From an optimization exercise on the open Yosys and OpenROAD flow, aimed at small area; shortcuts taken in it are not production practice.
The RTL was checked by simulation tests, not by an equivalence proof against the original design.
Power figures rest on the tool's default switching activity, not on a simulated workload.

$ cat flow/run.sh
#!/bin/bash
# synth_recipe.tcl (not shown) runs the flow's synth.tcl, then flattens the netlist and writes it again
# the make line also repeats each setting of config.mk as NAME=value (left out here)
make -C /OpenROAD-flow-scripts/flow DESIGN_CONFIG=/design/flow/config.mk WORK_HOME=/design/flow/orfs CLKGATE_MAP_FILE= SYNTH_SCRIPT=/design/flow/synth_recipe.tcl finish
$ cat flow/config.mk
export PLATFORM = sky130hd
export DESIGN_NAME = arm_state_snapshot
export DESIGN_NICKNAME = arm_state_snapshot
export VERILOG_FILES = /design/flow/design.v
export SDC_FILE = /design/flow/constraint.sdc
export NUM_CORES = 4
export LEC_CHECK = 0
export CAP_MARGIN = 20
export CORE_MARGIN = 2
export CORE_UTILIZATION = 30
export SLEW_MARGIN = 20
$ cat flow/constraint.sdc
create_clock -name core_clock -period 6.0 [get_ports {clk}]
set_input_delay 1.2000 -clock core_clock [delete_from_list [all_inputs] [get_ports {clk}]]
set_output_delay 1.2000 -clock core_clock [all_outputs]
set_load 0.01 [all_outputs]
$ cat flow/design.v
package arm_debug_pkg;
   function automatic int snap_total(input int num_regs, input int data_capacity);
      snap_total = 1 + num_regs + data_capacity;
   endfunction
   function automatic int snap_idx_w(input int total);
      snap_idx_w = (total > 1) ? $clog2(total) : 1;
   endfunction
endpackage
module arm_snapshot_trigger
#(
   parameter int DATA_WIDTH = 32
) (
   input  logic                  clk,
   input  logic                  reset,
   input  logic                  i_Trigger,
   input  logic                  i_Match_Enable,
   input  logic [DATA_WIDTH-1:0] i_PC,
   input  logic [DATA_WIDTH-1:0] i_Match_PC,
   output logic                  o_Event
);
   logic match_now_s;
   logic match_prev_r;
   always_comb begin
      match_now_s = 1'b0;
      o_Event     = 1'b0;
      if (i_Match_Enable && (i_PC == i_Match_PC)) begin
         match_now_s = 1'b1;
      end else begin
         match_now_s = 1'b0;
      end
      o_Event = i_Trigger | (match_now_s & ~match_prev_r);
   end
   always_ff @(posedge clk) begin
      if (reset) begin
         match_prev_r <= 1'b0;
      end else begin
         match_prev_r <= match_now_s;
      end
   end
endmodule
module arm_state_snapshot
#(
   parameter  int DATA_WIDTH    = 32,
   parameter  int NUM_REGS      = 16,
   parameter  int DATA_CAPACITY = 16,
   localparam int TOTAL         = arm_debug_pkg::snap_total(NUM_REGS, DATA_CAPACITY),
   localparam int IDX_W         = arm_debug_pkg::snap_idx_w(TOTAL)
) (
   input  logic                              clk,
   input  logic                              reset,
   input  logic [DATA_WIDTH*NUM_REGS-1:0]      i_Register_Bus,
   input  logic [DATA_WIDTH*DATA_CAPACITY-1:0] i_Data_Bus,
   input  logic [DATA_WIDTH-1:0]              i_PC,
   input  logic                              i_Trigger,
   input  logic                              i_Match_Enable,
   input  logic [DATA_WIDTH-1:0]              i_Match_PC,
   input  logic                              i_Ready,
   output logic                              o_Valid,
   output logic [DATA_WIDTH-1:0]              o_Word,
   output logic [IDX_W-1:0]                   o_Index,
   output logic [1:0]                         o_Section,
   output logic                              o_Last,
   output logic                              o_Busy,
   output logic                              o_Overrun,
   output logic [15:0]                        o_Snapshot_Count
);
   logic [DATA_WIDTH-1:0] shadow_r [0:TOTAL-1];
   logic                  valid_r;
   logic [IDX_W-1:0]      idx_r;
   logic                  trig_s;
   logic                  xfer_s;
   logic                  last_s;
   logic                  last_xfer_s;
   logic                  capture_s;
   arm_snapshot_trigger #(
      .DATA_WIDTH (DATA_WIDTH)
   ) u_trigger (
      .clk            (clk),
      .reset          (reset),
      .i_Trigger      (i_Trigger),
      .i_Match_Enable (i_Match_Enable),
      .i_PC           (i_PC),
      .i_Match_PC     (i_Match_PC),
      .o_Event        (trig_s)
   );
   always_comb begin
      last_s      = (idx_r == IDX_W'(TOTAL - 1));
      xfer_s      = valid_r & i_Ready;
      last_xfer_s = xfer_s & last_s;
      capture_s   = trig_s & (~valid_r | last_xfer_s);
   end
   always_ff @(posedge clk) begin
      if (capture_s) begin
         shadow_r[0] <= i_PC;
         for (int r = 0; r < NUM_REGS; r++) begin
            shadow_r[1 + r] <= i_Register_Bus[r*DATA_WIDTH +: DATA_WIDTH];
         end
         for (int d = 0; d < DATA_CAPACITY; d++) begin
            shadow_r[1 + NUM_REGS + d] <= i_Data_Bus[d*DATA_WIDTH +: DATA_WIDTH];
         end
      end
   end
   always_ff @(posedge clk) begin
      if (capture_s) begin
         idx_r <= '0;
      end else if (xfer_s) begin
         idx_r <= idx_r + IDX_W'(1'b1);
      end
   end
   always_ff @(posedge clk) begin
      if (reset) begin
         valid_r          <= 1'b0;
         o_Overrun        <= 1'b0;
         o_Snapshot_Count <= 16'd0;
      end else begin
         if (capture_s) begin
            valid_r <= 1'b1;
         end else if (last_xfer_s) begin
            valid_r <= 1'b0;
         end
         if (last_xfer_s) begin
            o_Snapshot_Count <= o_Snapshot_Count + 16'd1;
         end else if (valid_r & trig_s) begin
            o_Overrun <= 1'b1;
         end
      end
   end
   always_comb begin
      o_Valid      = valid_r;
      o_Busy       = valid_r;
      o_Index      = idx_r;
      o_Word       = shadow_r[idx_r];
      o_Last       = last_s;
      o_Section[1] = (idx_r > IDX_W'(NUM_REGS));
      o_Section[0] = (idx_r != '0) & ~o_Section[1];
   end
endmodule
==> run summary, run 1 <==
status=finished clean; Fill cells=around 12000; Die X=between 300 and 400 µm; Setup-failing EPs final=0; Mean Syn Cell Area=about 18 µm²; fin. max-slew vios=0; Final ANT Viol Nets=0; Post-Synthesis Cells=roughly 2200; Post-Layout Cell Count=between 5000 and 6000; leakage power=between 0.015 and 0.02 µW; Rows=between 100 and 150; leading area contributor after synthesis=edfxtp_1; Seq cells post-synth=between 1000 and 1500; DRT Pass-1 Iters=7; crit path launch type=flop; # IOs=approximately 1200; initial core utilization=0.302; Clock Latency Late Sink=~0.73 ns; first-pass GRT wire length=262 mm; Post-Route WL=204 mm; Netlist Area Pre-Place=around 40000 µm²; worst hold path depth=2; Warnings, synthesis=3; syn nets=~3300; Power Density=305 nW/µm²; H-tree depth=3; fin util=0.446; gr usage total=0.291; final worst path period share=0.986; RSZ-0062 raised after global routing=false; GRT overflow=0; die extent in y=roughly 370 µm; Final Hold Violating Endpoints=0; Tmin final=roughly 6 ns; CTS tree=built; Critical Path RT=~4.8 ns; worst flop-to-flop path startpoint=idx_r[0]; worst-margin pin slew=1.14 ns; FF-to-FF setup slack=2.90 ns; Synth area leaders=edfxtp_1, a22oi_1, a221oi_1, a22o_1, dfxtp_1; total CTS buffers=~110; Core Box Area=around 130000 µm²; clock tree root buffer cell=clkbuf_16; Post-Place Cells=5088; Commonest cells post-synth=edfxtp_1, a22oi_1, a221oi_1, a22o_1, nor2_1; HP Class=reg2reg; number of global-route vias before repair=about 29000; Async S/R FF share, synth=0; Vias/cell=approximately 5.6; Max Cap Viol=0; Layout Nets=between 4000 and 5000; Synth Flop Type=edfxtp_1; kind of critical path=reg2out; Layout area overhead=47.7%; total via count in the routed design=between 20000 and 30000; DR iter-0 viols=around 5000; clock slew seen by the registers of the worst setup and hold paths=around 0.07 ns; CP endpoint kind=primary output; share of cells above drive strength 1=0.103; hpwl dp=~160 mm; largest net degree at the start of global routing=approximately 60; Post-synth EDFFs=around 1100; Worst Clk Skew=approximately 0.028 ns; highest clock rate=roughly 170 MHz; Wirelength per Cell=38.1 µm; post-synth cell types=49; number of clock sinks=about 1100; die footprint=135000 µm²; Worst Reg2Reg Path Length in Cells=9; hold endpoint=o_Overrun; hold path start=o_Overrun; Seq/Total Area, Yosys=0.814; WHS=0.484 ns; crit path DAT=roughly 4.7 ns; Yosys top cell area share=0.801; dominant cell by count in the synthesized netlist=edfxtp_1; GPL Wtd Cong=a little under 1; initial antenna violation count=68; RR Endpoint=o_Snapshot_Count[4]; Residual DRC=0; Slew headroom=0.237; IO buf count=1152; crit-path max FO=11; Longest Clk Path Bufs=3; worst vdd ir=approximately 0.00021 V
## cell usage in the layout (no fill, tap or decap), types with 4 or more instances in the layout
cell / netlist / final
clkinv_2: 0 / 22
clkbuf_1: 38 / 18
clkdlybuf4s50_1: 0 / 1152
a21oi_1: 11 / 11
bufinv_16: 0 / 12
clkinvlp_4: 0 / 6
nand2b_1: 6 / 6
ha_1: 5 / 5
nor2b_1: 6 / 6
inv_1: 12 / 12
xnor2_1: 12 / 12
nand3b_1: 5 / 5
edfxtp_1: 1056 / 1056
a221oi_1: 134 / 133
diode_2: 0 / 41
a22oi_1: 244 / 244
clkbuf_16: 0 / 114
o21ai_0: 7 / 7
nand2_1: 58 / 58
nor2_4: 0 / 16
xor2_1: 29 / 28
nand3_1: 11 / 11
or3_1: 4 / 4
nor3_1: 25 / 25
and3_1: 20 / 5
and3_4: 0 / 11
a22o_1: 134 / 134
dfxtp_1: 25 / 25
a31oi_1: 33 / 33
buf_12: 0 / 49
nor2_1: 82 / 66
buf_4: 14 / 106
nand4_1: 43 / 43
clkinv_1: 0 / 24
and4_1: 33 / 33
and3_2: 0 / 4
## metrics by stage
stage          instance area [µm²]  power [µW]  setup TNS [ns]  setup slack, ns
6_report                     58400       17800               0           0.0820
3_5_place_dp                 54700       10800               0            0.671
2_1_floorplan                39600        9670               -           -14.16
3_3_place_gp                 54600       10900         -103.20           -0.202
4_1_cts                      58300       17900               0           0.0143
5_1_grt                      58400       18200               0           0.0226
## state kept, by name, indices dropped and copies added (netlist names)
name / cells
idx_r: 6
o_Overrun: 1
o_Snapshot_Count: 16
shadow_r: 1056
u_trigger.match_prev_r: 1
valid_r: 1
## report_power, final
group | internal, µW | leakage, µW | switching (µW)
Sequential | 8790 | 0.0103 | 182
Clock | 4000 | 0.00179 | 3090
Combinational | 931 | 0.00741 | 822
Total | 13700 | 0.0195 | 4090
## logic make-up after synthesis
family                   count (synthesis)  synth area share
AO/OA/AOI/OAI                          576             0.116
AND/OR/NAND/NOR                        309            0.0417
XOR/XNOR                                41           0.00908
flip-flops                            1081             0.814
buffers and inverters                  142            0.0171
multiplexers                             1          0.000253
adder cells (fa/ha/maj)                  5           0.00158
## worst max-delay path by stage
stage,from,endpoint,cells after the start
2_1_floorplan,i_Match_PC[7],shadow_r[0][0],5
3_3_place_gp,i_PC[19],shadow_r[25][0],10
3_5_place_dp,i_PC[31],shadow_r[28][18],10
4_1_cts,idx_r[2],o_Word[16],8
5_1_grt,idx_r[1],o_Word[25],11
6_report,idx_r[0],o_Word[1],11
## repair_timing
action	4_1_cts	5_1_grt
endpoints found under the hold margin	0	0
gates resized for setup	1	2
hold buffers	0	0
gates cloned	0	0
setup endpoints to repair	1	8
buffers inserted	0	0
## area by class of cell
type	count	area [µm²]	share of cell area
timing repair buffer	1307	13300	0.228
antenna	41	103	0.00176
clock buffer	132	2920	0.0500
clock inverter	75	744	0.0127
tap	1755	2200	0.0376
multi-input combinational	932	6900	0.118
sequential	1081	32200	0.551
inverter	13	50.0	0.000857
## worst max-delay path, cell delays in order, from the launching register on
cell	delay [ns]
dfxtp_1	0.38
inv_1	0.11
ha_1	0.41
nand3b_1	0.37
nor2_4	0.50
buf_4	0.39
buf_4	0.25
a22o_1	0.25
a221oi_1	0.09
and4_1	0.22
a31oi_1	0.37
clkdlybuf4s50_1	0.63
## routing by layer
layer / routed length, µm / global-route usage / vias to the layer above / part of all wire
li1: - / - / 11700 / -
met1: 74100 / 0.358 / 15000 / 0.36
met2: 98700 / 0.479 / 2529 / 0.48
met3: 21400 / 0.0776 / 464 / 0.11
met4: 9230 / 0.131 / 16 / 0.045
met5: 104 / 0 / - / 0.00051
==> run 2: changes to the inputs <==
==> flow/flow/run.sh (new file) <==
#!/bin/bash
# Standard layout flow, with small port buffers and a leaner clock tree.
export BUFFER_PORTS_ARGS="-buffer_cell sky130_fd_sc_hd__buf_1"
export CTS_ARGS="-sink_clustering_enable -repair_clock_nets -dont_use_dummy_load"
bash standard.sh > standard.log 2>&1
==> flow/standard.sh (new file) <==
#!/bin/bash
# synth_recipe.tcl (not shown) runs the flow's synth.tcl, then flattens the netlist and writes it again
# the make line also repeats each setting of config.mk as NAME=value (left out here)
make -C /OpenROAD-flow-scripts/flow DESIGN_CONFIG=/design/flow/config.mk WORK_HOME=/design/flow/orfs CLKGATE_MAP_FILE= SYNTH_SCRIPT=/design/flow/synth_recipe.tcl "${@:-finish}"
--- a/flow/config.mk
+++ b/flow/config.mk
@@ -8,4 +8,4 @@
 export CAP_MARGIN = 20
 export CORE_MARGIN = 2
-export CORE_UTILIZATION = 30
+export CORE_UTILIZATION = 60
 export SLEW_MARGIN = 20
removed: flow/run.sh
==> run summary, run 2 <==
leading area contributor after synthesis=edfxtp_1; Seq cells post-synth=1081 (unchanged); Rows=94 (-29%); status=did not finish; Warnings, synthesis=3 (unchanged); Tool Error=[ERROR PPL-0024] Number of IO pins (1153) exceeds maximum number of available positions (940). Increase the die perimeter from 1043.16um to 1568.08um.; Halt Stage=3_2_place_iop; initial core utilization=0.604 (+0.302); Synth Flop Type=edfxtp_1; Seq/Total Area, Yosys=0.814 (unchanged); post-synth cell types=49 (unchanged); Async S/R FF share, synth=0 (unchanged); Die X=261 µm (-29%); Post-Synthesis Cells=2155 (unchanged); die extent in y=261 µm (-29%); Commonest cells post-synth=edfxtp_1, a22oi_1, a221oi_1, a22o_1, nor2_1; Netlist Area Pre-Place=39600 µm² (unchanged); Post-synth EDFFs=1056 (unchanged); Yosys top cell area share=0.801 (unchanged); Synth area leaders=edfxtp_1, a22oi_1, a221oi_1, a22o_1, dfxtp_1; syn nets=3253 (unchanged); dominant cell by count in the synthesized netlist=edfxtp_1; Mean Syn Cell Area=18.4 µm² (unchanged)
-- run 2: cell counts after synthesis --
Identical to the previous run, type by type.
-- run 2: cells by family after synthesis --
family | after synthesis | share of synthesized area
flip-flops | 1081 | 0.814
adder cells (fa/ha/maj) | 5 | 0.00158
AO/OA/AOI/OAI | 576 | 0.116
multiplexers | 1 | 0.000253
AND/OR/NAND/NOR | 309 | 0.0417
XOR/XNOR | 41 | 0.00908
buffers and inverters | 142 | 0.0171
==> run 3: changes to the inputs <==
--- a/flow/config.mk
+++ b/flow/config.mk
@@ -8,4 +8,4 @@
 export CAP_MARGIN = 20
 export CORE_MARGIN = 2
-export CORE_UTILIZATION = 60
+export CORE_UTILIZATION = 30
 export SLEW_MARGIN = 20
==> run summary, run 3 <==
Netlist Area Pre-Place=39600 µm² (unchanged); Layout area overhead=25.5%; clock slew seen by the registers of the worst setup and hold paths=approximately 0.06 ns; Final Hold Violating Endpoints=0; initial antenna violation count=~60; DRT Pass-1 Iters=6; Yosys top cell area share=0.801 (unchanged); worst vdd ir=0.000236 V; fin util=0.379; Post-Synthesis Cells=2155 (unchanged); Switching Share=0.230; die footprint=approximately 130000 µm²; Wirelength per Cell=~37 µm; Residual DRC=0; H-tree depth=3; Final ANT Viol Nets=0; # IOs=about 1200; clock tree root buffer cell=clkbuf_16; Vias/cell=roughly 5.7; pre-CTS setup slack=approximately 0.57 ns; Rows=133 (+41%); status=finished clean; share of cells above drive strength 1=0.0735; sw power=between 3000 and 4000 µW; HP Class=reg2reg; Largest Register=shadow_r; GRT overflow=0; Top Registers=shadow_r x1056, o_Snapshot_Count x16, idx_r x6; Setup-failing EPs final=0; hpwl dp=144 mm; Slew headroom=0.161; worst hold path depth=2; Post-Route WL=193 mm; Synth Flop Type=edfxtp_1; Mean Syn Cell Area=18.4 µm² (unchanged); Max Cap Viol=0; initial core utilization=0.302 (-0.302); syn nets=3253 (unchanged); most frequent cells in the layout=buf_1, edfxtp_1, a22oi_1; Worst Clk Skew=roughly 0.065 ns; crit path DAT=about 4.5 ns; Layout Nets=roughly 4500; Die X=367 µm (+41%); total via count in the routed design=approximately 29000; internal power=about 12000 µW; WHS=~0.5 ns; CP endpoint kind=primary output; Seq cells post-synth=1081 (unchanged); IO buf count=1152; kind of critical path=reg2out; Critical Path RT=between 4 and 5 ns; Fill cells=~12000; leading area contributor after synthesis=edfxtp_1; dominant cell by count in the synthesized netlist=edfxtp_1; crit-path max FO=17; DR iter-0 viols=4692; crit path launch type=flop; Commonest cells post-synth=edfxtp_1, a22oi_1, a221oi_1, a22o_1, nor2_1; Power Density=between 300 and 400 nW/µm²; post-synth cell types=49 (unchanged); first-pass GRT wire length=approximately 250 mm; RSZ-0062 raised after global routing=false; total CTS buffers=113; number of global-route vias before repair=~28000; post-CTS setup buffers=0; Seq/Total Area, Yosys=0.814 (unchanged); Clock Latency Late Sink=about 0.73 ns; Clock Power Share=0.371; final worst path period share=0.950; Warnings, synthesis=3 (unchanged); Async S/R FF share, synth=0 (unchanged); most common cell after layout, fill and taps aside=buf_1; Placed Area=46700 µm²; Worst Reg2Reg Path Length in Cells=7; Synth area leaders=edfxtp_1, a22oi_1, a221oi_1, a22o_1, dfxtp_1; Post-synth EDFFs=1056 (unchanged); hold_buf cts=0; Tmin final=5.70 ns; post-CTS resize count=0; max FFs per register=~1100; design area=49600 µm²; gr usage total=0.274; TNS Setup=0 ns; leakage power=roughly 0.016 µW; largest net degree at the start of global routing=73; number of clock sinks=between 1000 and 1500; die extent in y=367 µm (+41%); min setup slack post-route=between 0.3 and 0.4 ns; Core Box Area=131000 µm²; highest clock rate=176 MHz; fin. max-slew vios=0; combinational power share=0.072; GPL Wtd Cong=between 0.9 and 1; worst-margin pin slew=approximately 1.3 ns; CTS tree=built; Sequential Power Share=0.556; Longest Clk Path Bufs=3
==> run 3: routing by layer <==
metal  wire (µm)  vias to the layer above  GRT usage  part of all wire
met5         130                        -          0           0.00067
met4        9380                       20      0.118             0.049
met3       20700                      457     0.0688              0.11
met2       90900                     2583      0.447              0.47
met1       71500                    14700      0.347              0.37
li1            -                    11400          -                 -
==> run 3: logic make-up after synthesis <==
family          synth area share
flops                      0.814
compound gates             0.116
simple gates              0.0417
buf+inv                   0.0171
xor+xnor                 0.00908
fa+ha+maj                0.00158
mux                     0.000253
==> run 3: final timing paths <==
| kind | slack, ns | startpoint | end |
|---|---|---|---|
| max | 0.30 | idx_r[0] | o_Word[17] |
| min | 0.51 | o_Snapshot_Count[4] | o_Snapshot_Count[4] |
| max reg2reg | 2.76 | idx_r[0] | shadow_r[14][9] |
| min reg2reg | 0.51 | o_Snapshot_Count[4] | o_Snapshot_Count[4] |
==> run 3: layout make-up <==
cell class              instances  area [µm²]  area share
flip-flops and latches       1081       32200       0.649
multi-input cells             932        6890       0.139
repair buffers               1249        5390       0.109
clock buffers                 113        2830      0.0570
well taps                    1755        2200      0.0442
diodes                         31        77.6     0.00156
inverters                      13        48.8    0.000983
==> run 3: worst max-delay path, stage by stage (launching register included) <==
cell and delay [ns]:
dfxtp_1 0.37, inv_1 0.10, ha_1 0.37, nand3b_1 0.39
nor2_4 0.53, buf_4 0.59, a22o_1 0.22, a221oi_1 0.06
and4_1 0.32, a31oi_1 0.57, buf_1 0.23
==> run 3: power groups by stage <==
stage                     Clock [µW]  Combinational, µW  Sequential, µW
final                           5980               1160            8960
after global routing            6320               1200            8980
after CTS                       6060               1160            8960
after detailed placement           0               1150            9110
after global placement             0               1150            9110
after floorplan                    0                364            9300
==> run 3: per-stage QoR <==
step / power (µW) / instances
after floorplan: 9670 / 2155
after global placement: 10300 / 5030
after global routing: 16500 / 5164
after detailed placement: 10300 / 5030
final: 16100 / 5174
after CTS: 16200 / 5143
==> run 4: changes to the inputs <==
==> flow/flow/run.sh (replaced) <==
#!/bin/bash
# Standard layout flow (standard.sh) with three changes:
#  - port buffers use the smallest buffer cell;
#  - clock tree sinks are clustered in larger groups and no dummy loads are added;
#  - IO pins may sit one routing track apart, so the die can be smaller.
export BUFFER_PORTS_ARGS="-buffer_cell sky130_fd_sc_hd__buf_1"
export CTS_ARGS="-sink_clustering_enable -repair_clock_nets -dont_use_dummy_load -sink_clustering_size 24 -sink_clustering_max_diameter 80"
export PLACE_PINS_ARGS="-min_distance 1 -min_distance_in_tracks"
bash standard.sh > standard.log 2>&1
--- a/flow/config.mk
+++ b/flow/config.mk
@@ -8,4 +8,4 @@
 export CAP_MARGIN = 20
 export CORE_MARGIN = 2
-export CORE_UTILIZATION = 30
+export CORE_UTILIZATION = 60
 export SLEW_MARGIN = 20
==> run summary, run 4 <==
Top Registers=shadow_r x1056, o_Snapshot_Count x16, idx_r x6; Clock Latency Late Sink=0.67 ns (-0.06 ns); design area=46800 µm² (-5.7%); Fill cells=4408 (-65%); Seq cells post-synth=1081 (unchanged); Worst Reg2Reg Path Length in Cells=8 (+1); most frequent cells in the layout=buf_1, edfxtp_1, a22oi_1; Clock Power Share=0.277 (-0.094); crit path launch type=flop; status=finished clean; hpwl dp=112 mm (-22%); Longest Clk Path Bufs=3 (unchanged); post-synth cell types=49 (unchanged); pre-CTS setup slack=1.31 ns (+0.741 ns); final worst path period share=0.930 (-0.0195); Die X=261 µm (-29%); max FFs per register=1056 (unchanged); kind of critical path=reg2out; Wirelength per Cell=37.0 µm (-0.61%); Final ANT Viol Nets=0 (unchanged); Post-Layout Cell Count=4280 (-17%); initial antenna violation count=146 (+140%); total via count in the routed design=29400 (+0.55%); Sequential Power Share=0.649 (+0.093); Post-Synthesis Cells=2155 (unchanged); Worst Clk Skew=0.0611 ns (-0.00426 ns); leakage power=0.0146 µW (-5.9%); CP endpoint kind=primary output; Warnings, synthesis=3 (unchanged); H-tree depth=2 (-1); first-pass GRT wire length=208 mm (-15%); post-CTS setup buffers=0 (unchanged); post-CTS resize count=0 (unchanged); number of clock sinks=1081 (unchanged); die footprint=68000 µm² (-50%); Multi-input gate area=6840 µm² (-0.69%); CTS tree=built; Vias/cell=6.87 (+22%); clock tree root buffer cell=clkbuf_16; min setup slack post-route=0.420 ns (+0.117 ns); hold_buf cts=0 (unchanged); RSZ-0062 raised after global routing=false; Power Density=293 nW/µm² (-9.7%); worst-margin pin slew=1.25 ns (-0.0101 ns); Rows=94 (-29%); Layout Nets=4399 (-2.0%); number of global-route vias before repair=27200 (-1.7%); syn nets=3253 (unchanged); RR Endpoint=shadow_r[31][23]; gr usage total=0.455 (+0.181); DR iter-0 viols=5571 (+19%); initial core utilization=0.604 (+0.302); Synth area leaders=edfxtp_1, a22oi_1, a221oi_1, a22o_1, dfxtp_1; Yosys top cell area share=0.801 (unchanged); Slowest cell on crit path=nor2_4; Placed Area=45200 µm² (-3.2%); Core Box Area=65500 µm² (-50%); Residual DRC=0 (unchanged); Final Hold Violating Endpoints=0 (unchanged); Largest Register=shadow_r; most common cell after layout, fill and taps aside=buf_1; Critical Path, Cell by Cell=nand3b_1, nor2_4, buf_4, a22o_1, a221oi_1, and4_1, a31oi_1, buf_1; die extent in y=261 µm (-29%); GRT overflow=0 (unchanged); sequential cell area=32200 µm² (unchanged); crit-path max FO=20 (+3); sw power=3090 µW (-17%); Async S/R FF share, synth=0 (unchanged); IO buf count=1152 (unchanged); highest clock rate=179 MHz (+2.1%); FF-to-FF setup slack=2.80 ns (+0.04 ns); Layout area overhead=18.4%; internal power=10600 µW (-14%); # IOs=1153 (unchanged); Worst path top cell family by delay=simple AND/OR/NAND/NOR gates; HP Class=reg2reg; Mean Syn Cell Area=18.4 µm² (unchanged); crit-path max cell delay=0.98 ns (+0.39 ns); Tmin final=5.58 ns (-0.117 ns); CP bufs+invs=2 (-1); Post-Place Cells=4111 (-18%); worst hold path depth=2 (unchanged); Setup-failing EPs final=0 (unchanged); Critical Path RT=4.80 ns (about the same); worst flop-to-flop path startpoint=idx_r[0]; Switching Share=0.225 (-0.00498); Post-synth EDFFs=1056 (unchanged); largest net degree at the start of global routing=138 (+89%); crit path DAT=4.38 ns (-0.12 ns); share of cells above drive strength 1=0.0488 (-0.0247); Netlist Area Pre-Place=39600 µm² (unchanged); combinational power share=0.074 (+0.002); Post-Route WL=158 mm (-18%); Synth Flop Type=edfxtp_1; Commonest cells post-synth=edfxtp_1, a22oi_1, a221oi_1, a22o_1, nor2_1; total CTS buffers=52 (-54%); fin. max-slew vios=0 (unchanged); Slew headroom=0.168 (+0.00675); DRT Pass-1 Iters=7 (+1); clock slew seen by the registers of the worst setup and hold paths=0.09 ns (+0.03 ns); leading area contributor after synthesis=edfxtp_1; GPL Wtd Cong=1.08 (+14%); Seq/Total Area, Yosys=0.814 (unchanged); hold path start=o_Snapshot_Count[4]; hold endpoint=o_Snapshot_Count[4]; TNS Setup=0 ns (unchanged); worst vdd ir=0.000262 V (+11%); Max Cap Viol=0 (unchanged); dominant cell by count in the synthesized netlist=edfxtp_1
run 4: metrics by stage:
stage / utilization / hold WS, ns / total power, µW
after floorplan: - / 0.505 / 9670
after global placement: 0.690 / 0.483 / 10000
after detailed placement: 0.690 / 0.491 / 10000
after CTS: 0.710 / 0.512 / 13600
after global routing: 0.713 / 0.540 / 14000
final: 0.715 / 0.512 / 13700
run 4: area by class of cell:
class | instances | area share
clock buffer | 52 | 0.0278
multi-input combinational | 932 | 0.146
tap | 864 | 0.0231
timing repair buffer | 1221 | 0.108
inverter | 13 | 0.00104
antenna | 117 | 0.00625
sequential | 1081 | 0.688
run 4: kinds of logic after synthesis:
family / share of synthesized area
compound gates: 0.116
xor+xnor: 0.00908
fa+ha+maj: 0.00158
buf+inv: 0.0171
flops: 0.814
mux: 0.000253
simple gates: 0.0417
run 4: power groups by stage:
stage	combinational, µW	sequential, µW	clock [µW]
after detailed placement	962	9070	0
final	1020	8910	3800
after floorplan	364	9300	0
after CTS	968	8900	3760
after global placement	941	9050	0
after global routing	1050	8930	3990
run 4: tightest hold or removal path: stages (launching register included):
cell and delay, ns:
dfxtp_1 0.34, o21ai_0 0.08, a21oi_1 0.06
run 4: routing by layer:
| metal | up-vias | wire, µm | GRT usage |
|---|---|---|---|
| met5 | - | 653 | 0.0114 |
| met3 | 753 | 27400 | 0.224 |
| li1 | 11400 | - | - |
| met4 | 92 | 12300 | 0.297 |
| met1 | 14100 | 50600 | 0.562 |
| met2 | 3106 | 67400 | 0.637 |
run 4: worst max path at each step:
stage                     cells after the start          endpoint           start  slack, ns
after detailed placement                      9   shadow_r[4][26]  i_Match_PC[25]       1.31
final                                         8        o_Word[18]        idx_r[2]       0.42
after floorplan                               5    shadow_r[0][0]   i_Match_PC[7]     -14.16
after CTS                                     8        o_Word[18]        idx_r[2]       0.63
after global placement                        9  shadow_r[24][26]  i_Match_PC[25]       1.38
after global routing                         10        o_Word[18]        idx_r[0]       0.45
==> run 5: changes to the inputs <==
--- a/flow/config.mk
+++ b/flow/config.mk
@@ -8,4 +8,4 @@
 export CAP_MARGIN = 20
 export CORE_MARGIN = 2
-export CORE_UTILIZATION = 60
+export CORE_UTILIZATION = 70
 export SLEW_MARGIN = 20
==> run summary, run 5 <==
Async S/R FF share, synth=0 (unchanged); first-pass GRT wire length=between 200 and 250 mm; Die X=242 µm (-7.3%); hold_buf cts=0 (unchanged); syn nets=3253 (unchanged); GRT overflow=14; post-CTS resize count=0 (unchanged); IO buf count=1152 (unchanged); GPL Wtd Cong=1.06 (-1.4%); Warnings, synthesis=3 (unchanged); number of global-route vias before repair=slightly below 30000; die extent in y=242 µm (-7.3%); Tool Error=[ERROR GRT-0116] Global routing finished with congestion. Check the congestion regions in the DRC Viewer.; largest net degree at the start of global routing=125; Seq cells post-synth=1081 (unchanged); status=did not finish; H-tree depth=2 (unchanged); Synth area leaders=edfxtp_1, a22oi_1, a221oi_1, a22o_1, dfxtp_1; total CTS buffers=51 (-1.9%); clock tree root buffer cell=clkbuf_16; Post-Place Cells=4004 (-2.6%); leading area contributor after synthesis=edfxtp_1; Halt Stage=5_1_grt; Mean Syn Cell Area=18.4 µm² (unchanged); Commonest cells post-synth=edfxtp_1, a22oi_1, a221oi_1, a22o_1, nor2_1; number of clock sinks=1081 (unchanged); dominant cell by count in the synthesized netlist=edfxtp_1; hpwl dp=111 mm (-0.85%); # IOs=1153 (unchanged); initial core utilization=0.704 (+0.100); Rows=87 (-7.4%); Seq/Total Area, Yosys=0.814 (unchanged); post-synth cell types=49 (unchanged); Synth Flop Type=edfxtp_1; gr usage total=0.552; Yosys top cell area share=0.801 (unchanged); Netlist Area Pre-Place=39600 µm² (unchanged); Post-Synthesis Cells=2155 (unchanged); post-CTS setup buffers=0 (unchanged); Longest Clk Path Bufs=3 (unchanged); Post-synth EDFFs=1056 (unchanged)
## run 5: cell families after synthesis
family                   synth area share
buffers and inverters              0.0171
AO/OA/AOI/OAI                       0.116
adder cells (fa/ha/maj)           0.00158
AND/OR/NAND/NOR                    0.0417
multiplexers                     0.000253
flip-flops                          0.814
XOR/XNOR                          0.00908
## run 5: how the worst min path moves through the flow
stage                          end  cells past startpoint
2_1_floorplan            o_Overrun                      2
3_3_place_gp             o_Overrun                      2
3_5_place_dp   o_Snapshot_Count[1]                      2
4_1_cts        o_Snapshot_Count[1]                      2
## run 5: power groups by stage
stage,logic [µW],registers [µW],clock network [µW]
after floorplan,364,9300,0
after global placement,937,9040,0
after detailed placement,966,9070,0
after CTS,973,8900,3640
## run 5: routing by layer
layer  global-route usage  overflow
met1                0.634         0
met2                0.754        10
met3                0.322         2
met4                0.427         2
met5               0.0417         0
## run 5: through the flow
step,area [µm²],power (µW),utilization,worst slack [ns]
after detailed placement,45100,10000,0.803,1.10
after global placement,45100,9980,0.803,1.08
after floorplan,39600,9670,-,-14.16
after CTS,46400,13500,0.826,0.612
==> run 6: changes to the inputs <==
--- a/flow/design.v
+++ b/flow/design.v
@@ -65,5 +65,5 @@
    output logic [15:0]                        o_Snapshot_Count
 );
-   logic [DATA_WIDTH-1:0] shadow_r [0:TOTAL-1];
+   logic [DATA_WIDTH-1:0] shadow_r [0:TOTAL-1];    
    logic                  valid_r;
    logic [IDX_W-1:0]      idx_r;
@@ -88,17 +88,38 @@
       xfer_s      = valid_r & i_Ready;
       last_xfer_s = xfer_s & last_s;
-      capture_s   = trig_s & (~valid_r | last_xfer_s);
+      capture_s   = trig_s & ~reset & (~valid_r | last_xfer_s);
    end
-   always_ff @(posedge clk) begin
-      if (capture_s) begin
-         shadow_r[0] <= i_PC;
-         for (int r = 0; r < NUM_REGS; r++) begin
-            shadow_r[1 + r] <= i_Register_Bus[r*DATA_WIDTH +: DATA_WIDTH];
-         end
-         for (int d = 0; d < DATA_CAPACITY; d++) begin
-            shadow_r[1 + NUM_REGS + d] <= i_Data_Bus[d*DATA_WIDTH +: DATA_WIDTH];
-         end
+   logic [TOTAL-1:0]              sel_s;
+   logic [TOTAL-1:0]              keep_s;
+   logic [DATA_WIDTH*TOTAL-1:0]   src_s;
+   logic [DATA_WIDTH*TOTAL-1:0]   store_s;
+   always_comb begin
+      for (int i = 0; i < TOTAL; i++) begin
+         sel_s[i]  = (idx_r == IDX_W'(i));
+         keep_s[i] = ~(reset | (xfer_s & sel_s[i]));
+      end
+      src_s  = {i_Data_Bus, i_Register_Bus, i_PC};
+      for (int i = 0; i < TOTAL; i++) begin
+         shadow_r[i] = store_s[i*DATA_WIDTH +: DATA_WIDTH];
       end
    end
+   arm_snapshot_store #(
+      .WIDTH (DATA_WIDTH),
+      .N     (TOTAL)
+   ) u_store (
+      .clk    (clk),
+      .i_Keep (keep_s),
+      .i_Load (capture_s),
+      .i_D    (src_s),
+      .o_Q    (store_s)
+   );
+   arm_snapshot_mux #(
+      .WIDTH (DATA_WIDTH),
+      .N     (TOTAL)
+   ) u_mux (
+      .i_Sel  (sel_s),
+      .i_D    (store_s),
+      .o_Y    (o_Word)
+   );
    always_ff @(posedge clk) begin
       if (capture_s) begin
@@ -130,5 +151,4 @@
       o_Busy       = valid_r;
       o_Index      = idx_r;
-      o_Word       = shadow_r[idx_r];
       o_Last       = last_s;
       o_Section[1] = (idx_r > IDX_W'(NUM_REGS));
@@ -136,2 +156,36 @@
    end
 endmodule
+module arm_snapshot_store
+#(
+   parameter int WIDTH = 32,
+   parameter int N     = 33
+) (
+   input  logic               clk,
+   input  logic [N-1:0]       i_Keep,
+   input  logic               i_Load,
+   input  logic [WIDTH*N-1:0] i_D,
+   output logic [WIDTH*N-1:0] o_Q
+);
+   always_ff @(posedge clk) begin
+      for (int i = 0; i < N; i++) begin
+         o_Q[i*WIDTH +: WIDTH] <= (o_Q[i*WIDTH +: WIDTH] & {WIDTH{i_Keep[i]}})
+                                | (i_D[i*WIDTH +: WIDTH] & {WIDTH{i_Load}});
+      end
+   end
+endmodule
+module arm_snapshot_mux
+#(
+   parameter int WIDTH = 32,
+   parameter int N     = 33
+) (
+   input  logic [N-1:0]       i_Sel,
+   input  logic [WIDTH*N-1:0] i_D,
+   output logic [WIDTH-1:0]   o_Y
+);
+   always_comb begin
+      o_Y = '0;
+      for (int i = 0; i < N; i++) begin
+         o_Y = o_Y | (i_D[i*WIDTH +: WIDTH] & {WIDTH{i_Sel[i]}});
+      end
+   end
+endmodule
--- a/flow/config.mk
+++ b/flow/config.mk
@@ -8,4 +8,5 @@
 export CAP_MARGIN = 20
 export CORE_MARGIN = 2
-export CORE_UTILIZATION = 70
+export CORE_UTILIZATION = 60
 export SLEW_MARGIN = 20
+export SYNTH_HIERARCHICAL = 1
==> run summary, run 6 <==
status=finished clean; Commonest cells post-synth=dfxtp_1, a22o_1, a22oi_1; leading area contributor after synthesis=dfxtp_1; Synth Flop Type=dfxtp_1; CTS tree=built; Worst path top cell family by delay=simple AND/OR/NAND/NOR gates; most frequent cells in the layout=buf_1, dfxtp_1, a22o_1; crit-path max FO=26; Slew headroom=0.157; number of global-route vias before repair=~35000; Rows=94 (+8.0%); Netlist Area Pre-Place=39800 µm² (+0.51%); H-tree depth=2 (unchanged); worst vdd ir=about 0.00029 V; Post-synth EDFFs=0 (-100%); TNS Setup=0 ns; Post-Route WL=around 190 mm; Layout Nets=5502; Slowest cell on crit path=nor4_2; Final Hold Violating Endpoints=0; Seq/Total Area, Yosys=0.544 (-0.270); Top Registers=u_store.o_Q x1056, o_Snapshot_Count x16, idx_r x6; die extent in y=261 µm (+8.1%); Yosys top cell area share=0.544 (-0.257); Async S/R FF share, synth=0 (unchanged); Largest Register=u_store.o_Q; Layout area overhead=16.0%; worst hold path depth=1; hold_buf cts=0 (unchanged); syn nets=4525 (+39%); CP bufs+invs=3; Power Density=slightly above 300 nW/µm²; worst-margin pin slew=1.25 ns; total CTS buffers=52 (+2.0%); post-synth cell types=42 (-14%); Wirelength per Cell=around 36 µm; leakage power=about 0.017 µW; number of clock sinks=1081 (unchanged); most common cell after layout, fill and taps aside=buf_1; RSZ-0062 raised after global routing=false; IO buf count=1152 (unchanged); fin. max-slew vios=0; total via count in the routed design=between 30000 and 40000; crit-path max cell delay=1.01 ns; clock slew seen by the registers of the worst setup and hold paths=0.09 ns; largest net degree at the start of global routing=approximately 140; Critical Path, Cell by Cell=or2_2, buf_4, nor2_4, buf_4, a22oi_1, nand4_1, nor4_2, nand2_1, buf_1; GPL Wtd Cong=1.14 (+7.1%); Seq cells post-synth=1081 (unchanged); Tmin final=approximately 6.0 ns; Final ANT Viol Nets=0; Fill cells=a little over 5000; Placed Area=44700 µm² (-0.99%); Residual DRC=0; WHS=0.494 ns; first-pass GRT wire length=258 mm; final worst path period share=0.993; Die X=261 µm (+8.1%); Worst Clk Skew=around 0.048 ns; Warnings, synthesis=11 (+8); post-CTS setup buffers=0 (unchanged); gr usage total=0.534; Worst Reg2Reg Path Length in Cells=5; design area=around 46000 µm²; Synth area leaders=dfxtp_1, a22o_1, a22oi_1, buf_6, nand4_1; HP Class=reg2reg; kind of critical path=reg2out; Core Box Area=~66000 µm²; CP Depth=9; initial core utilization=0.605 (-0.0996); dominant cell by count in the synthesized netlist=dfxtp_1; Vias/cell=7.37; CP endpoint kind=primary output; hpwl dp=138 mm (+24%); die footprint=between 60000 and 70000 µm²; Longest Clk Path Bufs=3 (unchanged); clock tree root buffer cell=clkbuf_16; highest clock rate=between 150 and 200 MHz; initial antenna violation count=around 90; crit path DAT=about 4.8 ns; max FFs per register=about 1100; DR iter-0 viols=between 7000 and 8000; Critical Path RT=around 4.8 ns; DRT Pass-1 Iters=10; # IOs=1153 (unchanged); Tot Pwr=around 14000 µW; Post-Synthesis Cells=3427 (+59%); share of cells above drive strength 1=0.0609; post-CTS resize count=0 (unchanged); Max Cap Viol=0; Mean Syn Cell Area=11.6 µm² (-37%); Setup-failing EPs final=0; Clock Latency Late Sink=around 0.64 ns; CP dominant cell by count=buf_4; GRT overflow=0; crit path launch type=flop
## run 6: cell types whose count changed after synthesis, moves of 105 or more
cell and delta:
a221oi_1 -134, edfxtp_1 -1056, clkbuf_1 +105, a22o_1 +922, a22oi_1 +216, dfxtp_1 +1056
buf_6 +117
## run 6: per-stage QoR
stage	util	worst slack, ns	instances
6_report	0.701	0.0394	5318
4_1_cts	0.699	0.330	5265
5_1_grt	0.700	0.118	5283
2_1_floorplan	-	2.45	3427
3_3_place_gp	0.678	0.782	5211
3_5_place_dp	0.679	1.00	5213
## run 6: logic make-up after synthesis
family,synth area share
compound gates,0.341
flops,0.544
buf+inv,0.0579
simple gates,0.0441
xor+xnor,0.00969
mux,0.00195
fa+ha+maj,0.00157
## run 6: path summary, 6_finish.rpt
kind	from	end	slack (ns)
max	idx_r[4]	o_Word[9]	0.04
min	u_store.o_Q[257]	u_store.o_Q[257]	0.49
max reg2reg	idx_r[4]	u_store.o_Q[697]	2.29
min reg2reg	u_store.o_Q[257]	u_store.o_Q[257]	0.49
## run 6: area by class of cell
| class | count | area, µm² | area share |
|---|---|---|---|
| Antenna cell | 52 | 130 | 0.00282 |
| Clock buffer | 52 | 1300 | 0.0282 |
| Inverter | 8 | 30.0 | 0.000651 |
| Multi-Input combinational cell | 1998 | 16600 | 0.360 |
| Sequential cell | 1081 | 21600 | 0.469 |
| Tap cell | 864 | 1080 | 0.0234 |
| Timing Repair Buffer | 1263 | 5350 | 0.116 |
## run 6: power by group
group | internal, µW | switching [µW]
Clock | 1550 | 2320
Combinational | 796 | 1330
Sequential | 7710 | 386
## run 6: routing by layer
metal | up-vias | share of wire | GRT usage
li1 | 15700 | - | -
met1 | 18700 | 0.35 | 0.664
met2 | 3802 | 0.39 | 0.711
met3 | 847 | 0.18 | 0.280
met4 | 92 | 0.081 | 0.358
met5 | - | 0.0030 | 0.0181
==> run 7: changes to the inputs <==
--- a/flow/design.v
+++ b/flow/design.v
@@ -65,5 +65,4 @@
    output logic [15:0]                        o_Snapshot_Count
 );
-   logic [DATA_WIDTH-1:0] shadow_r [0:TOTAL-1];    
    logic                  valid_r;
    logic [IDX_W-1:0]      idx_r;
@@ -88,26 +87,20 @@
       xfer_s      = valid_r & i_Ready;
       last_xfer_s = xfer_s & last_s;
-      capture_s   = trig_s & ~reset & (~valid_r | last_xfer_s);
+      capture_s   = trig_s & (~valid_r | last_xfer_s);
    end
    logic [TOTAL-1:0]              sel_s;
-   logic [TOTAL-1:0]              keep_s;
    logic [DATA_WIDTH*TOTAL-1:0]   src_s;
    logic [DATA_WIDTH*TOTAL-1:0]   store_s;
    always_comb begin
       for (int i = 0; i < TOTAL; i++) begin
-         sel_s[i]  = (idx_r == IDX_W'(i));
-         keep_s[i] = ~(reset | (xfer_s & sel_s[i]));
-      end
-      src_s  = {i_Data_Bus, i_Register_Bus, i_PC};
-      for (int i = 0; i < TOTAL; i++) begin
-         shadow_r[i] = store_s[i*DATA_WIDTH +: DATA_WIDTH];
-      end
+         sel_s[i] = (idx_r == IDX_W'(i));
+      end
+      src_s = {i_Data_Bus, i_Register_Bus, i_PC};
    end
    arm_snapshot_store #(
-      .WIDTH (DATA_WIDTH),
-      .N     (TOTAL)
+      .WIDTH (DATA_WIDTH * TOTAL)
    ) u_store (
       .clk    (clk),
-      .i_Keep (keep_s),
+      .i_Keep (~capture_s),
       .i_Load (capture_s),
       .i_D    (src_s),
@@ -158,24 +151,21 @@
 module arm_snapshot_store
 #(
+   parameter int WIDTH = 32
+) (
+   input  logic             clk,
+   input  logic             i_Keep,
+   input  logic             i_Load,
+   input  logic [WIDTH-1:0] i_D,
+   output logic [WIDTH-1:0] o_Q
+);
+   always_ff @(posedge clk) begin
+      o_Q <= (o_Q & {WIDTH{i_Keep}}) | (i_D & {WIDTH{i_Load}});
+   end
+endmodule
+module arm_snapshot_mux
+#(
    parameter int WIDTH = 32,
-   parameter int N     = 33
-) (
-   input  logic               clk,
-   input  logic [N-1:0]       i_Keep,
-   input  logic               i_Load,
-   input  logic [WIDTH*N-1:0] i_D,
-   output logic [WIDTH*N-1:0] o_Q
-);
-   always_ff @(posedge clk) begin
-      for (int i = 0; i < N; i++) begin
-         o_Q[i*WIDTH +: WIDTH] <= (o_Q[i*WIDTH +: WIDTH] & {WIDTH{i_Keep[i]}})
-                                | (i_D[i*WIDTH +: WIDTH] & {WIDTH{i_Load}});
-      end
-   end
-endmodule
-module arm_snapshot_mux
-#(
-   parameter int WIDTH = 32,
-   parameter int N     = 33
+   parameter int N     = 33,
+   localparam int G    = (N + 2) / 3
 ) (
    input  logic [N-1:0]       i_Sel,
@@ -183,9 +173,41 @@
    output logic [WIDTH-1:0]   o_Y
 );
+   logic [3*G-1:0]       sel_s;
+   logic [WIDTH*3*G-1:0] d_s;
+   logic [WIDTH-1:0]     yn_s [0:G-1];
+   always_comb begin
+      sel_s = '0;
+      d_s   = '0;
+      sel_s[N-1:0]       = i_Sel;
+      d_s[WIDTH*N-1:0]   = i_D;
+   end
+   for (genvar g = 0; g < G; g++) begin : g_grp
+      arm_snapshot_aoi3 #(
+         .WIDTH (WIDTH)
+      ) u_aoi (
+         .i_Sel (sel_s[3*g +: 3]),
+         .i_D   (d_s[3*WIDTH*g +: 3*WIDTH]),
+         .o_Yn  (yn_s[g])
+      );
+   end
    always_comb begin
       o_Y = '0;
-      for (int i = 0; i < N; i++) begin
-         o_Y = o_Y | (i_D[i*WIDTH +: WIDTH] & {WIDTH{i_Sel[i]}});
-      end
-   end
-endmodule
+      for (int g = 0; g < G; g++) begin
+         o_Y = o_Y | ~yn_s[g];
+      end
+   end
+endmodule
+module arm_snapshot_aoi3
+#(
+   parameter int WIDTH = 32
+) (
+   input  logic [2:0]         i_Sel,
+   input  logic [3*WIDTH-1:0] i_D,
+   output logic [WIDTH-1:0]   o_Yn
+);
+   always_comb begin
+      o_Yn = ~((i_D[0 +: WIDTH]       & {WIDTH{i_Sel[0]}})
+             | (i_D[WIDTH +: WIDTH]   & {WIDTH{i_Sel[1]}})
+             | (i_D[2*WIDTH +: WIDTH] & {WIDTH{i_Sel[2]}}));
+   end
+endmodule
==> run summary, run 7 <==
worst vdd ir=0.000253 V (-12%); number of clock sinks=1081 (unchanged); crit path launch type=flop; HP Class=reg2reg; final worst path period share=0.939 (-0.0544); post-CTS resize count=0 (unchanged); DR iter-0 viols=6724 (-7.6%); Seq/Total Area, Yosys=0.555 (+0.0105); Yosys top cell area share=0.555 (+0.0105); Residual DRC=0 (unchanged); share of cells above drive strength 1=0.0283 (-0.0326); GPL Wtd Cong=1.04 (-8.4%); hold path start=u_store.o_Q[676]; Power Density=331 nW/µm² (+8.4%); Rows=93 (-1.1%); Largest Register=u_store.o_Q; Worst path top cell family by delay=simple AND/OR/NAND/NOR gates; Slew headroom=0.165 (+0.00815); Critical Path, Cell by Cell=nand2_1, nor2_1, and2_1, buf_4, a222oi_1, nand4_1, or3_1, buf_1; total CTS buffers=51 (-1.9%); met1 Use GR=0.555 (-0.109); post-synth cell types=41 (-2.4%); Warnings, synthesis=12 (+1); Core Box Area=64300 µm² (-2.1%); CP endpoint kind=primary output; initial core utilization=0.606 (+0.00141); Vias/cell=7.05 (-4.4%); Tmin final=5.63 ns (-0.327 ns); min setup slack post-route=0.366 ns (+0.327 ns); pre-CTS setup slack=1.15 ns (+0.152 ns); Synth Flop Type=dfxtp_1; Die X=259 µm (-0.94%); most common cell after layout, fill and taps aside=buf_1; syn nets=4259 (-5.9%); Worst Clk Skew=0.0482 ns (+0.0000274 ns); Slowest cell on crit path=a222oi_1; dominant cell by count in the synthesized netlist=dfxtp_1; Post-Route WL=158 mm (-18%); highest clock rate=177 MHz (+5.8%); Top Registers=u_store.o_Q x1056, o_Snapshot_Count x16, idx_r x6; gr usage total=0.444 (-0.0905); Final Hold Violating Endpoints=0 (unchanged); Async S/R FF share, synth=0 (unchanged); die extent in y=259 µm (-0.94%); initial antenna violation count=167 (+84%); clock slew seen by the registers of the worst setup and hold paths=0.09 ns (about the same); worst-margin pin slew=1.25 ns (-0.000672 ns); Netlist Area Pre-Place=39000 µm² (-1.9%); status=finished clean; GRT overflow=0 (unchanged); Post-Synthesis Cells=3161 (-7.8%); worst flop-to-flop path startpoint=idx_r[1]; CTS tree=built; total via count in the routed design=35600 (-9.0%); leakage power=0.0170 µW (-1.3%); first-pass GRT wire length=220 mm (-15%); DRT Pass-1 Iters=11 (+1); Layout area overhead=12.8%; leading area contributor after synthesis=dfxtp_1; number of global-route vias before repair=32800 (-6.3%); Critical Path RT=4.80 ns (about the same); Layout Nets=5162 (-6.2%); clock tree root buffer cell=clkbuf_16; GR peak layer=met2; IO buf count=1152 (unchanged); Max Cap Viol=0 (unchanged); H-tree depth=2 (unchanged); Commonest cells post-synth=dfxtp_1, a22o_1, a222oi_1; Final ANT Viol Nets=0 (unchanged); CP bufs+invs=2 (-1); crit-path max FO=20 (-23%); TNS Setup=0 ns (unchanged); crit path DAT=4.43 ns (-0.33 ns); Critical Path Start=idx_r[2]; post-CTS setup buffers=0 (unchanged); Mean Syn Cell Area=12.3 µm² (+6.4%); crit-path max cell delay=0.84 ns (-0.17 ns); Synth area leaders=dfxtp_1, a22o_1, a222oi_1, buf_4, buf_6; GR Util met3=0.213 (-0.0665); Wirelength per Cell=31.2 µm (-14%); Post-synth EDFFs=0 (unchanged); max FFs per register=1056 (unchanged); Setup-failing EPs final=0 (unchanged); Longest Clk Path Bufs=3 (unchanged); largest net degree at the start of global routing=280 (+110%); die footprint=67100 µm² (-1.9%); fin. max-slew vios=0 (unchanged); most frequent cells in the layout=buf_1, dfxtp_1, a22o_1; RSZ-0062 raised after global routing=false; hpwl dp=113 mm (-18%); hold_buf cts=0 (unchanged); # IOs=1153 (unchanged); kind of critical path=reg2out; met2 Usage GRT=0.587 (-0.124); Clock Latency Late Sink=0.65 ns (about the same); Seq cells post-synth=1081 (unchanged)
run 7: cell types whose count changed in the layout (fill, tap and decap cells not counted), moves of 10 or more:
cell and delta:
or3_1 +33, diode_2 +89, a22oi_2 -20, buf_4 -67, a22oi_1 -460, nand4_1 -31
and2_1 +10, nor4_1 -30, nand2_1 -39, nor2_4 -32, a31oi_4 -24, a222oi_1 +320
run 7: cells by family after synthesis:
logic type                 after synthesis  share of synthesized area
xor gates and xnor gates                44                    0.00988
adders and majority gates                5                    0.00160
muxes                                    3                   0.000834
and+or+nand+nor                        250                     0.0365
buffers and inverters                  351                     0.0660
AOI/OAI and AO/OA                     1427                      0.330
DFF                                   1081                      0.555
run 7: layout make-up:
| cell class | instances | area [µm²] |
|---|---|---|
| clock buffers | 51 | 1280 |
| repair buffers | 1193 | 4760 |
| inverters | 8 | 37.5 |
| diodes | 141 | 353 |
| multi-input cells | 1729 | 14900 |
| fillers | 5117 | 20300 |
| flip-flops and latches | 1081 | 21600 |
| well taps | 855 | 1070 |
run 7: worst paths after layout:
path                                    endpoint  slack, ns  cells after the start
worst max register to register  u_store.o_Q[976]       1.95                      9
worst min-delay path            u_store.o_Q[676]       0.49                      1
worst max-delay path                  o_Word[24]       0.37                      8
worst min register to register  u_store.o_Q[676]       0.49                      1
run 7: worst reg2reg max path, delay by kind of cell, from the launching register on:
kind | cells | cell delay (ns)
AO/OA/AOI/OAI | 2 | 0.93
adder cells (fa/ha/maj) | 1 | 0.35
buffers and inverters | 4 | 1.41
flip-flops | 1 | 0.39
AND/OR/NAND/NOR | 2 | 0.91
run 7: routing by layer:
metal / vias up / wire length, µm
met5: - / 635
met4: 96 / 12200
met3: 569 / 24100
met2: 2598 / 63800
met1: 17400 / 56900
li1: 15000 / -
run 7: power by group:
group / total, µW / switching, µW / internal (µW)
clock: 3750 / 2230 / 1520
sequential: 8740 / 579 / 8160
combinational: 2090 / 1030 / 1060
total: 14600 / 3830 / 10700
run 7: per-stage QoR:
| step | hold WS (ns) | area, µm² | util | power [µW] | std cells |
|---|---|---|---|---|---|
| floorplan | 0.449 | 39000 | - | 10100 | 3161 |
| global placement | 0.460 | 42300 | 0.658 | 10700 | 4863 |
| detailed placement | 0.470 | 42300 | 0.658 | 10900 | 4863 |
| CTS | 0.493 | 43600 | 0.678 | 14500 | 4914 |
| global route | 0.501 | 43900 | 0.682 | 15000 | 5005 |
| finish | 0.491 | 44000 | 0.684 | 14600 | 5058 |
==> run 8: changes to the inputs <==
--- a/flow/config.mk
+++ b/flow/config.mk
@@ -8,5 +8,5 @@
 export CAP_MARGIN = 20
 export CORE_MARGIN = 2
-export CORE_UTILIZATION = 60
+export CORE_UTILIZATION = 50
 export SLEW_MARGIN = 20
 export SYNTH_HIERARCHICAL = 1
==> run summary, run 8 <==
clock tree root buffer cell=clkbuf_16; CTS tree=built; gr usage total=0.376 (-0.0677); Mean Syn Cell Area=12.3 µm² (unchanged); most common cell after layout, fill and taps aside=buf_1; Post-Synthesis Cells=3161 (unchanged); Yosys top cell area share=0.555 (unchanged); Critical Path RT=4.80 ns (about the same); Synth Flop Type=dfxtp_1; Wirelength per Cell=30.6 µm (-2.1%); Clock Latency Late Sink=0.65 ns (about the same); die footprint=80300 µm² (+20%); Worst Reg2Reg Path Length in Cells=8 (-1); Slew headroom=0.191 (+0.0259); Rows=102 (+9.7%); HP Class=reg2reg; hpwl dp=115 mm (+1.1%); worst hold path depth=2 (+1); max FFs per register=1056 (unchanged); number of clock sinks=1081 (unchanged); post-CTS setup buffers=0 (unchanged); Synth area leaders=dfxtp_1, a22o_1, a222oi_1, buf_4, buf_6; CP endpoint kind=primary output; number of global-route vias before repair=31100 (-5.1%); Post-synth EDFFs=0 (unchanged); fin util=0.573 (-0.111); IO buf count=1152 (unchanged); final worst path period share=0.943 (+0.00354); Layout area overhead=13.6%; H-tree depth=2 (unchanged); first-pass GRT wire length=222 mm (+0.93%); largest net degree at the start of global routing=200 (-29%); Vias/cell=6.52 (-7.5%); Setup-failing EPs final=0 (unchanged); worst flop-to-flop path startpoint=idx_r[0]; hold endpoint=o_Overrun; crit-path max FO=32 (+60%); worst-margin pin slew=1.21 ns (-0.0388 ns); Layout Nets=5170 (+0.15%); Netlist Area Pre-Place=39000 µm² (unchanged); GPL Wtd Cong=0.957 (-8.1%); total via count in the routed design=34100 (-4.2%); syn nets=4259 (unchanged); share of cells above drive strength 1=0.0307 (+0.00240); leading area contributor after synthesis=dfxtp_1; DRT Pass-1 Iters=9 (-2); Seq/Total Area, Yosys=0.555 (unchanged); crit path launch type=flop; die extent in y=283 µm (+9.4%); Seq cells post-synth=1081 (unchanged); fin. max-slew vios=0 (unchanged); crit path DAT=4.46 ns (+0.03 ns); Largest Register=u_store.o_Q; Final ANT Viol Nets=0 (unchanged); FF-to-FF setup slack=2.40 ns (+0.45 ns); Power Density=330 nW/µm² (-0.31%); Longest Clk Path Bufs=3 (unchanged); post-synth cell types=41 (unchanged); Tmin final=5.66 ns (+0.0212 ns); Post-Route WL=160 mm (+1.4%); status=finished clean; design area=44300 µm² (+0.63%); Async S/R FF share, synth=0 (unchanged); highest clock rate=177 MHz (-0.38%); Placed Area=42700 µm² (+0.85%); Final Hold Violating Endpoints=0 (unchanged); worst vdd ir=0.000256 V (+1.3%); hold path start=o_Overrun; total CTS buffers=52 (+2.0%); GRT overflow=0 (unchanged); Residual DRC=0 (unchanged); hold_buf cts=0 (unchanged); RR Endpoint=u_store.o_Q[539]; TNS Setup=0 ns (unchanged); Die X=283 µm (+9.4%); Warnings, synthesis=12 (unchanged); Fill cells=6968 (+36%); Core Box Area=77300 µm² (+20%); initial core utilization=0.504 (-0.102); Max Cap Viol=0 (unchanged); initial antenna violation count=180 (+7.8%); kind of critical path=reg2out; leakage power=0.0170 µW (+0.27%); RSZ-0062 raised after global routing=false; Commonest cells post-synth=dfxtp_1, a22o_1, a222oi_1; DR iter-0 viols=5389 (-20%); Tot Pwr=14600 µW (+0.32%); # IOs=1153 (unchanged); post-CTS resize count=0 (unchanged); Worst Clk Skew=0.0353 ns (-0.0129 ns); clock slew seen by the registers of the worst setup and hold paths=0.10 ns (about the same); most frequent cells in the layout=buf_1, dfxtp_1, a22o_1; Top Registers=u_store.o_Q x1056, o_Snapshot_Count x16, idx_r x6; dominant cell by count in the synthesized netlist=dfxtp_1
-- run 8: cell counts after synthesis --
No cell type changed its count.
-- run 8: cell families after synthesis --
group	after synthesis	synth area share
simple gates	250	0.0365
mux	3	0.000834
buf+inv	351	0.0660
fa+ha+maj	5	0.00160
compound gates	1427	0.330
flops	1081	0.555
xor+xnor	44	0.00988
-- run 8: metal layers --
| metal | global-route usage | vias up | wire length [µm] |
|---|---|---|---|
| li1 | - | 15000 | - |
| met1 | 0.510 | 16500 | 65000 |
| met2 | 0.480 | 2023 | 62900 |
| met3 | 0.170 | 443 | 21100 |
| met4 | 0.230 | 114 | 10200 |
| met5 | 0.00595 | - | 701 |
-- run 8: stage by stage --
| step | hold WS, ns | std cells | setup slack, ns |
|---|---|---|---|
| finish | 0.477 | 5236 | 0.345 |
| CTS | 0.477 | 5110 | 0.480 |
| detailed placement | 0.460 | 5058 | 1.19 |
| floorplan | 0.449 | 3161 | 2.62 |
| global route | 0.497 | 5200 | 0.309 |
| global placement | 0.457 | 5058 | 1.19 |
-- run 8: power by group --
group,switching (µW),leakage [µW],internal [µW]
clock network,2300,0.000642,1550
registers,554,0.00908,8160
logic,1000,0.00728,1060
total,3860,0.0170,10800
-- run 8: area by class of cell --
class | instances | area [µm²] | share of cell area
Antenna cell | 126 | 315 | 0.00712
Sequential cell | 1081 | 21600 | 0.489
Inverter | 8 | 37.5 | 0.000847
Multi-Input combinational cell | 1729 | 14900 | 0.336
Tap cell | 1040 | 1300 | 0.0294
Timing Repair Buffer | 1200 | 4820 | 0.109
Clock buffer | 52 | 1300 | 0.0294
-- run 8: critical path, stage by stage, from the launching register on --
cell and delay [ns]:
dfxtp_1 0.45, inv_1 0.10, ha_1 0.28, nand2_1 0.24, nor2_2 0.07, buf_4 0.25
a222oi_1 1.08, nand4_1 0.61, or3_1 0.52, buf_1 0.18
-- run 8: how the worst max path moves through the flow --
stage	start	end	depth (start not counted)
5_1_grt	idx_r[3]	o_Word[21]	8
6_report	idx_r[1]	o_Word[12]	9
3_5_place_dp	idx_r[1]	o_Word[15]	9
3_3_place_gp	idx_r[0]	o_Word[15]	9
2_1_floorplan	i_Match_PC[19]	u_store.o_Q[1000]	11
4_1_cts	idx_r[0]	o_Word[15]	9
==> run 9: changes to the inputs <==
==> flow/flow/run.sh (replaced) <==
#!/bin/bash
# Standard layout flow (standard.sh) with three changes:
#  - port buffers use the smallest buffer cell;
#  - clock tree sinks are clustered in larger groups and no dummy loads are added;
#  - IO pins may sit one routing track apart, so the die can be smaller.
export BUFFER_PORTS_ARGS="-buffer_cell sky130_fd_sc_hd__buf_1"
export CTS_ARGS="-sink_clustering_enable -repair_clock_nets -dont_use_dummy_load -sink_clustering_size 30 -sink_clustering_max_diameter 80"
export PLACE_PINS_ARGS="-min_distance 1 -min_distance_in_tracks"
bash standard.sh > standard.log 2>&1
--- a/flow/config.mk
+++ b/flow/config.mk
@@ -8,5 +8,5 @@
 export CAP_MARGIN = 20
 export CORE_MARGIN = 2
-export CORE_UTILIZATION = 50
+export CORE_UTILIZATION = 60
 export SLEW_MARGIN = 20
 export SYNTH_HIERARCHICAL = 1
==> run summary, run 9 <==
post-CTS setup buffers=0 (unchanged); pre-CTS setup slack=1.15 ns (-0.0355 ns); H-tree depth=2 (unchanged); clock slew seen by the registers of the worst setup and hold paths=0.11 ns (about the same); min setup slack post-route=0.423 ns (+0.0780 ns); total CTS buffers=44 (-15%); Seq/Total Area, Yosys=0.555 (unchanged); Setup-failing EPs final=0 (unchanged); Final ANT Viol Nets=0 (unchanged); most common cell after layout, fill and taps aside=buf_1; Die X=259 µm (-8.6%); Slew headroom=0.138 (-0.0529); total via count in the routed design=35500 (+4.0%); status=finished clean; IO buf count=1152 (unchanged); Residual DRC=0 (unchanged); Top Registers=u_store.o_Q x1056, o_Snapshot_Count x16, idx_r x6; Seq cells post-synth=1081 (unchanged); max FFs per register=1056 (unchanged); DR iter-0 viols=6999 (+30%); crit-path max FO=20 (-38%); Async S/R FF share, synth=0 (unchanged); highest clock rate=179 MHz (+1.4%); hpwl dp=113 mm (-1.1%); Synth Flop Type=dfxtp_1; post-CTS resize count=0 (unchanged); WHS=0.490 ns (+0.0139 ns); kind of critical path=reg2out; Commonest cells post-synth=dfxtp_1, a22o_1, a222oi_1; Post-synth EDFFs=0 (unchanged); worst-margin pin slew=1.29 ns (+0.0794 ns); clock tree root buffer cell=clkbuf_16; Layout Nets=5154 (-0.31%); syn nets=4259 (unchanged); leading area contributor after synthesis=dfxtp_1; Vias/cell=7.03 (+7.9%); Mean Syn Cell Area=12.3 µm² (unchanged); DRT Pass-1 Iters=10 (+1); post-synth cell types=41 (unchanged); worst flop-to-flop path startpoint=idx_r[1]; GPL Wtd Cong=1.04 (+8.8%); Worst Reg2Reg Path Length in Cells=9 (+1); Yosys top cell area share=0.555 (unchanged); Fill cells=5160 (-26%); final worst path period share=0.930 (-0.0130); Power Density=327 nW/µm² (-0.90%); Final Hold Violating Endpoints=0 (unchanged); initial core utilization=0.606 (+0.102); # IOs=1153 (unchanged); most frequent cells in the layout=buf_1, dfxtp_1, a22o_1; CP endpoint kind=primary output; Critical Path Start=idx_r[2]; Longest Clk Path Bufs=3 (unchanged); Warnings, synthesis=12 (unchanged); worst hold path depth=2 (unchanged); HP Class=reg2reg; dominant cell by count in the synthesized netlist=dfxtp_1; hold_buf cts=0 (unchanged); Worst Clk Skew=0.0491 ns (+0.0137 ns); crit path launch type=flop; Clock Latency Late Sink=0.64 ns (about the same); Post-Route WL=158 mm (-1.1%); Max Cap Viol=0 (unchanged); share of cells above drive strength 1=0.0264 (-0.00432); fin. max-slew vios=0 (unchanged); Tmin final=5.58 ns (-0.0780 ns); Rows=93 (-8.8%); Critical Path RT=4.80 ns (about the same); Netlist Area Pre-Place=39000 µm² (unchanged); crit path DAT=4.38 ns (-0.08 ns); die extent in y=259 µm (-8.6%); number of clock sinks=1081 (unchanged); Wirelength per Cell=31.3 µm (+2.6%); Core Box Area=64300 µm² (-17%); Post-Synthesis Cells=3161 (unchanged); leakage power=0.0169 µW (-0.79%); number of global-route vias before repair=32700 (+5.2%); largest net degree at the start of global routing=280 (+40%); Layout area overhead=12.3%; hold path start=o_Overrun; die footprint=67100 µm² (-16%); TNS Setup=0 ns (unchanged); GRT overflow=0 (unchanged); gr usage total=0.442 (+0.0662); RSZ-0062 raised after global routing=false; CTS tree=built; worst vdd ir=0.000254 V (-0.62%); initial antenna violation count=171 (-5.0%); Largest Register=u_store.o_Q; first-pass GRT wire length=219 mm (-1.3%); Synth area leaders=dfxtp_1, a22o_1, a222oi_1, buf_4, buf_6
==> run 9: cell counts after synthesis <==
Identical to the previous run, type by type.
==> run 9: kinds of logic after synthesis <==
group	count (synthesis)	share of synthesized area
buffers and inverters	351	0.0660
adder cells (fa/ha/maj)	5	0.00160
AO/OA/AOI/OAI	1427	0.330
XOR/XNOR	44	0.00988
multiplexers	3	0.000834
flip-flops	1081	0.555
AND/OR/NAND/NOR	250	0.0365
==> run 9: final cells by class <==
class,count,area [µm²],area share
Multi-Input combinational cell,1729,14900,0.339
Clock buffer,44,1100,0.0251
Timing Repair Buffer,1192,4760,0.109
Antenna cell,137,343,0.00782
Tap cell,855,1070,0.0244
Inverter,8,37.5,0.000856
Sequential cell,1081,21600,0.494
==> run 9: critical path: stages (launching register included) <==
cell and delay, ns:
dfxtp_1 0.49, nand2_1 0.35, nor2_1 0.17, and2_1 0.40, buf_4 0.32, a222oi_1 0.71, nand4_1 0.55, or3_1 0.53
buf_1 0.24
==> run 9: stage by stage <==
stage	total power, µW	utilization	cell area (µm²)	cells
global route	14800	0.679	43700	4993
CTS	14200	0.675	43400	4907
global placement	10700	0.658	42300	4863
floorplan	10100	-	39000	3161
detailed placement	10900	0.658	42300	4863
finish	14300	0.681	43800	5046
==> run 9: path summary, 6_finish.rpt <==
path	endpoint	slack, ns
max	o_Word[21]	0.42
min	o_Overrun	0.49
max reg2reg	u_store.o_Q[983]	2.02
min reg2reg	o_Overrun	0.49
==> run 9: routing by layer <==
metal,GRT usage,routed length [µm],vias up,share of wire
met3,0.211,24600,586,0.16
li1,-,-,15000,-
met2,0.593,63800,2600,0.40
met5,0.0150,755,-,0.0048
met4,0.305,11800,118,0.075
met1,0.556,57200,17200,0.36
==> run 9: power breakdown <==
group / internal, µW / total, µW / leakage (µW) / switching (µW)
combinational: 1060 / 2090 / 0.00724 / 1030
clock: 1330 / 3510 / 0.000543 / 2180
sequential: 8160 / 8740 / 0.00908 / 578
total: 10600 / 14300 / 0.0169 / 3790

[what the ideal ports hide]
How much do the figures lean on ideal ports? The routed layouts below were timed once more, with nothing changed but the port constraints.
Step 1 (the two cells are an assumption about what drives the block):
set clk [get_ports {clk}]
set_driving_cell -lib_cell sky130_fd_sc_hd__clkbuf_16 $clk
set_driving_cell -lib_cell sky130_fd_sc_hd__buf_2 [delete_from_list [all_inputs] $clk]
Step 2 adds t to the input delays and takes it off the output delays; t is the mean of the earliest and latest rising clock arrival at the registers after step 1. Input paths then give back, and output paths get back, about the clock's delay inside the block.
Three values: ideal, step 1, step 2; two values: the first two.
| run | shift t [ns] | slack for setup (ns) | slew at the worst register clock pin (ns) | worst data-port slew with drivers (ns) |
|---|---|---|---|---|
| run 1 | 0.791 | 0.082 / 0.004 / 0.713 | 0.07 / 0.07 | 0.23 |
| run 3 | 0.758 | 0.303 / 0.225 / 0.665 | 0.07 / 0.07 | 0.21 |
| run 4 | 0.709 | 0.420 / 0.351 / 1.060 | 0.10 / 0.10 | 0.24 |
| run 6 | 0.699 | 0.039 / -0.033 / 0.666 | 0.10 / 0.10 | 0.25 |
| run 7 | 0.688 | 0.366 / 0.300 / 0.988 | 0.10 / 0.10 | 0.33 |
| run 8 | 0.705 | 0.345 / 0.274 / 0.979 | 0.10 / 0.10 | 0.25 |
| run 9 | 0.684 | 0.423 / 0.356 / 1.040 | 0.12 / 0.12 | 0.30 |
After both steps setup and hold are still met in every run listed.
